From an optimization exercise on the open Yosys and OpenROAD flow, aimed at small area; shortcuts taken in it are not production practice.
In this exercise RTL edits were held to simulation tests only and were not proved equivalent to the original.
Power and IR drop assume default switching activity.

before:
Design snow_scene_top, start of the top module:
module snow_scene_top
(
    input  wire logic  clk_i,
    input  wire logic  rst_i,
    input  wire logic  cen_i,        
    input  scene_pkg::rgb_t       vid_rgb_i,    
    input  scene_pkg::blank_t      blank_i,
    input  scene_pkg::sync_t      sync_i,
    output scene_pkg::sync_t      sync_o,       
    output scene_pkg::rgb_t       rgb_o
);
    logic [10:0]             xo;
    logic [10:0]             yo;
    logic [6:0]              xh_m1;
    logic [6:0]              yh_m1;
    logic                    dot_x;
    logic                    dot_y;
    logic                    frame_tick;
    logic [12-1:0] flake_hit;
    logic                    pac_hit;
    raster_tracker u_raster_tracker (
        .clk_i        (clk_i),
        .rst_i        (rst_i),
        .cen_i        (cen_i),
        .blank_i      (blank_i),
        .xo_o         (xo),
        .yo_o         (yo),
        .xh_m1_o      (xh_m1),
        .yh_m1_o      (yh_m1),
        .dot_x_o      (dot_x),
        .dot_y_o      (dot_y),
        .frame_tick_o (frame_tick)
    );
    logic [10:0] flake_x [8];
    logic [10:0] flake_y [8];
    logic [10:0] flake_u [8];
    logic [10:0] flake_v [8];
    for (genvar i = 0; i < 8; i++) begin : gen_flakes
        snowflake_unit #(
            .FLAKE_INDEX (i)
        ) u_flake (
            .clk_i        (clk_i),
            .rst_i        (rst_i),
            .frame_tick_i (frame_tick),
            .xo_i         (xo),
            .yo_i         (yo),
            .xh_m1_i      (xh_m1),
            .yh_m1_i      (yh_m1),
            .flake_x_o    (flake_x[i]),
            .flake_y_o    (flake_y[i]),
            .u_o          (flake_u[i]),
            .v_o          (flake_v[i]),
            .hit_o        (flake_hit[i])
        );
    end
    for (genvar i = 8; i < 12; i++) begin : gen_twins
  ...
Size: roughly 2400 cells after synthesis, roughly 59 I/O pins, roughly 15000 um^2 of cells after synthesis.
Settings: LEC_CHECK=0, ABC_AREA=1, CAP_MARGIN=20, CORE_MARGIN=2, CORE_UTILIZATION=40, CTS_BUF_LIST=sky130_fd_sc_hd__clkbuf_16, CTS_CLUSTER_DIAMETER=80, CTS_CLUSTER_SIZE=25, GPL_TIMING_DRIVEN=0, SLEW_MARGIN=20; clock period 14.0 ns.
standard.sh (not shown) runs the stock make flow with config.mk's settings and CLKGATE_MAP_FILE= SYNTH_SCRIPT=/design/flow/synth_recipe.tcl, a recipe that flattens the netlist after the stock synthesis.
==> flow/flow/run.sh <==
#!/bin/bash
# Layout flow: the standard synthesis, then its combinational logic
# re-mapped by ABC with a stronger area script (registers, their names and
# cells untouched), then the standard layout from that netlist.
# Each tool's output goes to a log file of its own in this folder.
set -euo pipefail

LIB=$FLOW_HOME/platforms/$FLOW_PLATFORM/lib/sky130_fd_sc_hd__tt_025C_1v80.lib
RES=orfs/results/$FLOW_PLATFORM/snow_scene_top/base
LOGS=orfs/logs/$FLOW_PLATFORM/snow_scene_top/base

# 1. Standard synthesis
bash standard.sh synth > 1_standard_synth.log 2>&1
cp $RES/1_2_yosys.v 1_2_yosys_standard.v

# 2. Re-map the combinational logic; keep the standard netlist if this fails
python3 flow/gen_cells.py "$LIB" cells_comb.v > 2_gen_cells.log 2>&1
DONT_USE=$(grep -o -- '-dont_use [A-Za-z0-9_]*' $LOGS/1_2_yosys.log | sort -u | tr '\n' ' ')
if yosys -p "
    read_liberty -lib $LIB
    read_verilog cells_comb.v
    read_verilog 1_2_yosys_standard.v
    hierarchy -top $FLOW_TOP
    techmap -autoproc -map cells_comb.v
    flatten
    opt -full
    techmap
    opt -fast
    abc -liberty $LIB $DONT_USE -script $PWD/flow/reopt.abc
    opt_clean -purge
    hilomap -singleton -hicell sky130_fd_sc_hd__conb_1 HI -locell sky130_fd_sc_hd__conb_1 LO
    splitnets
    opt_clean -purge
    tee -o 3_reopt_stat.txt stat -liberty $LIB
    read_liberty -lib $LIB
    check -assert -mapped
    write_verilog -noattr -nohex -nodec 1_2_yosys_reopt.v
  " > 3_reopt_yosys.log 2>&1; then
  n_std=$(grep -c 'sky130_fd_sc_hd__dfxtp' 1_2_yosys_standard.v || true)
  n_new=$(grep -c 'sky130_fd_sc_hd__dfxtp' 1_2_yosys_reopt.v || true)
  if [[ "$n_std" == "$n_new" ]]; then
    cp 1_2_yosys_reopt.v $RES/1_2_yosys.v
    touch $RES/1_2_yosys.v
    echo "using the re-mapped netlist ($n_new registers)" > 4_choice.log
  else
    echo "register count changed ($n_std -> $n_new): standard netlist kept" > 4_choice.log
  fi
else
  echo "re-map failed: standard netlist kept" > 4_choice.log
fi

# 3. Standard layout from the chosen netlist, with the smallest buffer on
#    each input and output port
export BUFFER_PORTS_ARGS="-buffer_cell sky130_fd_sc_hd__buf_1"
bash standard.sh > 5_standard_layout.log 2>&1
==> flow/flow/reopt.abc <==
strash
ifraig
dc2
balance; resub -K 6; rewrite; resub -K 6 -N 2; refactor; resub -K 8; balance; resub -K 8 -N 2; rewrite; resub -K 10; rewrite -z; resub -K 10 -N 2; balance; resub -K 12; refactor -z; resub -K 12 -N 2; rewrite -z; balance
dc2
balance; resub -K 6; rewrite; resub -K 6 -N 2; refactor; resub -K 8; balance; resub -K 8 -N 2; rewrite; resub -K 10; rewrite -z; resub -K 10 -N 2; balance; resub -K 12; refactor -z; resub -K 12 -N 2; rewrite -z; balance
dc2
balance; resub -K 6; rewrite; resub -K 6 -N 2; refactor; resub -K 8; balance; resub -K 8 -N 2; rewrite; resub -K 10; rewrite -z; resub -K 10 -N 2; balance; resub -K 12; refactor -z; resub -K 12 -N 2; rewrite -z; balance
dch -f
amap -m
topo
Other scripts of this flow, unchanged in this note and not shown: flow/flow/gen_cells.py
The following lists how after was set up differently from before:
Settings: GPL_TIMING_DRIVEN no longer set, was 0.
-- flow/flow/run.sh --
<<< before, line 52
# 3. Standard layout from the chosen netlist, with the smallest buffer on
#    each input and output port
export BUFFER_PORTS_ARGS="-buffer_cell sky130_fd_sc_hd__buf_1"
>>> after, line 52
# 3. Standard layout from the chosen netlist
-- flow/flow/reopt.abc --
<<< before, line 7
dc2
balance; resub -K 6; rewrite; resub -K 6 -N 2; refactor; resub -K 8; balance; resub -K 8 -N 2; rewrite; resub -K 10; rewrite -z; resub -K 10 -N 2; balance; resub -K 12; refactor -z; resub -K 12 -N 2; rewrite -z; balance
>>> after, line 7
<<< before, line 10
amap -m
>>> after, line 8
map -a
Findings:
- Result for after and before: all clean
- As far as sequential cell count goes, before and after are indistinguishable; the numbers are identical.
- Any difference in final global-route overflow total between after and before is small enough to ignore.
- before and after ended up with roughly the same sequential cell area.
- Number of CTS-inserted buffers ended up 3 higher on after than on before.

## run A
Another version of the RTL of snow_scene_top (not shown whole).
For scale: ~15,000 sq um of cells after synthesis.
Settings: LEC_CHECK=0, ABC_AREA=1, CAP_MARGIN=20, CORE_MARGIN=2, CORE_UTILIZATION=40, CTS_BUF_LIST=sky130_fd_sc_hd__clkbuf_8, CTS_CLUSTER_DIAMETER=60, CTS_CLUSTER_SIZE=18, GPL_TIMING_DRIVEN=0, SLEW_MARGIN=20; clock period 14.0 ns.
==> flow/flow/run.sh <==
#!/bin/bash
# Layout flow: the standard synthesis, then its combinational logic
# re-mapped by ABC with a stronger area script (registers, their names and
# cells untouched), then the standard layout from that netlist.
# Each tool's output goes to a log file of its own in this folder.
set -euo pipefail

LIB=$FLOW_HOME/platforms/$FLOW_PLATFORM/lib/sky130_fd_sc_hd__tt_025C_1v80.lib
RES=orfs/results/$FLOW_PLATFORM/snow_scene_top/base
LOGS=orfs/logs/$FLOW_PLATFORM/snow_scene_top/base

# 1. Standard synthesis
bash standard.sh synth > 1_standard_synth.log 2>&1
cp $RES/1_2_yosys.v 1_2_yosys_standard.v

# 2. Re-map the combinational logic; keep the standard netlist if this fails
python3 flow/gen_cells.py "$LIB" cells_comb.v > 2_gen_cells.log 2>&1
DONT_USE=$(grep -o -- '-dont_use [A-Za-z0-9_]*' $LOGS/1_2_yosys.log | sort -u | tr '\n' ' ')
if yosys -p "
    read_liberty -lib $LIB
    read_verilog cells_comb.v
    read_verilog 1_2_yosys_standard.v
    hierarchy -top $FLOW_TOP
    techmap -autoproc -map cells_comb.v
    flatten
    opt -full
    techmap
    opt -fast
    abc -liberty $LIB $DONT_USE -script $PWD/flow/reopt.abc
    opt_clean -purge
    hilomap -singleton -hicell sky130_fd_sc_hd__conb_1 HI -locell sky130_fd_sc_hd__conb_1 LO
    splitnets
    opt_clean -purge
    tee -o 3_reopt_stat.txt stat -liberty $LIB
    read_liberty -lib $LIB
    check -assert -mapped
    write_verilog -noattr -nohex -nodec 1_2_yosys_reopt.v
  " > 3_reopt_yosys.log 2>&1; then
  n_std=$(grep -c 'sky130_fd_sc_hd__dfxtp' 1_2_yosys_standard.v || true)
  n_new=$(grep -c 'sky130_fd_sc_hd__dfxtp' 1_2_yosys_reopt.v || true)
  if [[ "$n_std" == "$n_new" ]]; then
    cp 1_2_yosys_reopt.v $RES/1_2_yosys.v
    touch $RES/1_2_yosys.v
    echo "using the re-mapped netlist ($n_new registers)" > 4_choice.log
  else
    echo "register count changed ($n_std -> $n_new): standard netlist kept" > 4_choice.log
  fi
else
  echo "re-map failed: standard netlist kept" > 4_choice.log
fi

# 3. Standard layout from the chosen netlist, with the smallest buffer on
#    each input and output port and a clock tree without dummy loads
export BUFFER_PORTS_ARGS="-buffer_cell sky130_fd_sc_hd__buf_1"
# Clock tree: the settings of config.mk, without dummy loads
export CTS_ARGS="-sink_clustering_enable -repair_clock_nets -sink_clustering_size 18 -sink_clustering_max_diameter 60 -buf_list sky130_fd_sc_hd__clkbuf_8 -dont_use_dummy_load"
bash standard.sh > 5_standard_layout.log 2>&1
==> flow/flow/reopt.abc <==
strash
ifraig
dc2
balance; resub -K 6; rewrite; resub -K 6 -N 2; refactor; resub -K 8; balance; resub -K 8 -N 2; rewrite; resub -K 10; rewrite -z; resub -K 10 -N 2; balance; resub -K 12; refactor -z; resub -K 12 -N 2; rewrite -z; balance
dc2
balance; resub -K 6; rewrite; resub -K 6 -N 2; refactor; resub -K 8; balance; resub -K 8 -N 2; rewrite; resub -K 10; rewrite -z; resub -K 10 -N 2; balance; resub -K 12; refactor -z; resub -K 12 -N 2; rewrite -z; balance
dc2
balance; resub -K 6; rewrite; resub -K 6 -N 2; refactor; resub -K 8; balance; resub -K 8 -N 2; rewrite; resub -K 10; rewrite -z; resub -K 10 -N 2; balance; resub -K 12; refactor -z; resub -K 12 -N 2; rewrite -z; balance
dch -f
amap -m
topo
Other scripts of this flow, unchanged in this note and not shown: flow/flow/gen_cells.py
Both conditions hold for run A: the flow ran to the end and the final layout passed the timing, design-rule and antenna checks.
Setup changes, run A to run B
-- flow/flow/reopt.abc --
<<< run A, line 3
>>> run B, line 3
dc2
balance; resub -K 6; rewrite; resub -K 6 -N 2; refactor; resub -K 8; balance; resub -K 8 -N 2; rewrite; resub -K 10; rewrite -z; resub -K 10 -N 2; balance; resub -K 12; refactor -z; resub -K 12 -N 2; rewrite -z; balance
dc2
balance; resub -K 6; rewrite; resub -K 6 -N 2; refactor; resub -K 8; balance; resub -K 8 -N 2; rewrite; resub -K 10; rewrite -z; resub -K 10 -N 2; balance; resub -K 12; refactor -z; resub -K 12 -N 2; rewrite -z; balance
[summary]
after synthesis and placement, the instance count of run B is below that of run A. Against run A, run B reports a area after detailed placement that is lower. Higher wire length on met3 was reported by run A, not run B. Run A reports its capture point of the critical path as u_compositor.rg_q while run B reports gen_flakes[7].g_unit.u_flake.flake_x_q[9].

== red ==
snow_scene_top, a different RTL version from the one above (not shown whole).
For scale: ~2300 cells after synthesis.
Settings: LEC_CHECK=0, ABC_AREA=1, CAP_MARGIN=20, CORE_MARGIN=2, CORE_UTILIZATION=40, CTS_BUF_LIST=sky130_fd_sc_hd__clkbuf_8, CTS_CLUSTER_DIAMETER=60, CTS_CLUSTER_SIZE=18, GPL_TIMING_DRIVEN=0, SLEW_MARGIN=20; clock period 14.0 ns.
==> flow/flow/gen_cells.py <==
"""Write Verilog models of the combinational cells of a liberty file.

usage: python3 gen_cells.py LIB OUT.v
Each cell with only combinational output functions becomes a module with
one assign per output; sequential, tristate and function-less cells are
left out, so they stay black boxes.
"""
import re
import sys

lib, out = sys.argv[1], sys.argv[2]
text = open(lib).read()
mods = []
for chunk in re.split(r'\n\s*cell\s*\(\s*"?', text)[1:]:
    name = re.match(r'\w+', chunk).group(0)
    if re.search(r'\b(ff|latch|statetable)\s*\(', chunk) or 'three_state' in chunk:
        continue
    ins, outs = [], []
    for pin, body in re.findall(r'pin\s*\(\s*"?(\w+)"?\s*\)\s*\{(.*?)\n\s{8}\}', chunk, re.S):
        d = re.search(r'direction\s*:\s*"?(\w+)"?', body)
        if not d:
            continue
        if d.group(1) == 'input':
            ins.append(pin)
        elif d.group(1) == 'output':
            f = re.search(r'function\s*:\s*"([^"]*)"', body)
            if not f:
                outs = None
                break
            outs.append((pin, f.group(1).replace('!', '~').replace('+', '|').replace('*', '&')))
    if not outs:
        continue
    s = 'module %s(%s);\n' % (name, ', '.join(ins + [o for o, _ in outs]))
    s += ''.join('  input %s;\n' % i for i in ins)
    s += ''.join('  output %s;\n  assign %s = %s;\n' % (o, o, f) for o, f in outs)
    mods.append(s + 'endmodule\n')
open(out, 'w').write(''.join(mods))
print('%d combinational cell models' % len(mods))
==> flow/flow/reopt.abc <==
strash
ifraig
dc2
balance; resub -K 6; rewrite; resub -K 6 -N 2; refactor; resub -K 8; balance; resub -K 8 -N 2; rewrite; resub -K 10; rewrite -z; resub -K 10 -N 2; balance; resub -K 12; refactor -z; resub -K 12 -N 2; rewrite -z; balance
dc2
balance; resub -K 6; rewrite; resub -K 6 -N 2; refactor; resub -K 8; balance; resub -K 8 -N 2; rewrite; resub -K 10; rewrite -z; resub -K 10 -N 2; balance; resub -K 12; refactor -z; resub -K 12 -N 2; rewrite -z; balance
dc2
balance; resub -K 6; rewrite; resub -K 6 -N 2; refactor; resub -K 8; balance; resub -K 8 -N 2; rewrite; resub -K 10; rewrite -z; resub -K 10 -N 2; balance; resub -K 12; refactor -z; resub -K 12 -N 2; rewrite -z; balance
dch -f
amap -m
topo
Scripts as last shown in full above: flow/flow/run.sh
red went all the way through synthesis, placement and routing and the layout is clean on timing, DRC and antenna.
#### Input delta (blue over red)
- CTS_CLUSTER_SIZE changed from 18 to 24
- CTS_CLUSTER_DIAMETER changed from 60 to 70
-- flow/flow/run.sh --
<<< red, line 55
# Clock tree: the settings of config.mk, without dummy loads
export CTS_ARGS="-sink_clustering_enable -repair_clock_nets -sink_clustering_size 18 -sink_clustering_max_diameter 60 -buf_list sky130_fd_sc_hd__clkbuf_8 -dont_use_dummy_load"
bash standard.sh > 5_standard_layout.log 2>&1
>>> blue, line 55
# Clock tree: the settings of config.mk, without dummy loads
export CTS_ARGS="-sink_clustering_enable -repair_clock_nets -sink_clustering_size 24 -sink_clustering_max_diameter 70 -buf_list sky130_fd_sc_hd__clkbuf_8 -dont_use_dummy_load"
bash standard.sh > 5_standard_layout.log 2>&1
==> comparison <==
red was larger in final cell area than blue.
Compared blue vs red, and routed wire length is down in blue.
Per the comparison of blue with red, actual transition at the worst max-transition pin went up 19 ps; fmax held; aggregate global-route resource usage held; met3 capacity usage during global routing went down 0.53 points.
> inputs changed (blue -> green)
- changing CTS_CLUSTER_DIAMETER from 70 to 80
- changing CTS_BUF_LIST from sky130_fd_sc_hd__clkbuf_8 to sky130_fd_sc_hd__clkbuf_16
- changing CTS_CLUSTER_SIZE from 24 to 25
-- flow/flow/run.sh --
<<< blue, line 55
# Clock tree: the settings of config.mk, without dummy loads
export CTS_ARGS="-sink_clustering_enable -repair_clock_nets -sink_clustering_size 24 -sink_clustering_max_diameter 70 -buf_list sky130_fd_sc_hd__clkbuf_8 -dont_use_dummy_load"
bash standard.sh > 5_standard_layout.log 2>&1
>>> green, line 55
# Clock tree: the settings of config.mk, without dummy loads
export CTS_ARGS="-sink_clustering_enable -repair_clock_nets -sink_clustering_size 25 -sink_clustering_max_diameter 80 -buf_list sky130_fd_sc_hd__clkbuf_16 -dont_use_dummy_load"
bash standard.sh > 5_standard_layout.log 2>&1
### Flow results
- green reached the end of the flow, and the finished layout is clean on the timing, design-rule and antenna checks.
- [compare] base=blue new=green: power saw an increase, final standard cell count with taps included and fillers excluded saw little to no change, fraction of met1 tracks used by global routing saw a decrease, worst hold slack saw little to no change, design area saw an increase.
- green vs. blue: clock network latency to the later pin of the worst-skew pair went down 40 ps; number of filler cells placed in the layout went down 24; global-route usage held.
- Delta (green minus blue): area growth from synthesis to final layout up 0.84 points; slew of the pin with the lowest slew margin decreased by 33 ps relative to the old numbers.

-- re-timing with driven ports --
How much do the figures lean on ideal ports? The routed layouts below were timed once more, with nothing changed but the port constraints.
Step 1 (the two cells are an assumption about what drives the block):
set clk [get_ports {clk_i}]
set_driving_cell -lib_cell sky130_fd_sc_hd__clkbuf_16 $clk
set_driving_cell -lib_cell sky130_fd_sc_hd__buf_2 [delete_from_list [all_inputs] $clk]
Step 2 times the ports against the registers' clock, not the clock port: input delays grow and output delays shrink by t, the midpoint of the rising clock arrivals with the driver on.
Three values: ideal ports, drivers, drivers and shift; two values: the first two.
| run | t (ns) | setup WS [ns] | worst hold slack (ns) | worst register clock-pin slew, ns |
|---|---|---|---|---|
| before | 0.583 | 5.980 / 5.994 / 5.411 | 0.463 / 0.463 / 0.463 | 0.10 / 0.10 |
| after | 0.589 | 7.200 / 7.231 / 6.642 | 0.483 / 0.483 / 0.483 | 0.08 / 0.08 |
| run A | 0.546 | 6.444 / 6.444 / 6.073 | 0.465 / 0.465 / 0.465 | 0.11 / 0.11 |
| run B | 0.536 | 6.488 / 6.515 / 5.979 | 0.468 / 0.468 / 0.468 | 0.11 / 0.11 |
| red | 0.635 | 6.447 / 6.472 / 5.838 | 0.483 / 0.483 / 0.483 | 0.10 / 0.10 |
| blue | 0.579 | 6.435 / 6.463 / 5.885 | 0.480 / 0.480 / 0.480 | 0.11 / 0.11 |
| green | 0.544 | 6.373 / 6.405 / 5.861 | 0.482 / 0.482 / 0.482 | 0.10 / 0.10 |
After both steps setup and hold are still met in every run listed. For red, which loses most, drivers alone change the setup slack by +0.025 ns; drivers and shift together by -0.609 ns.
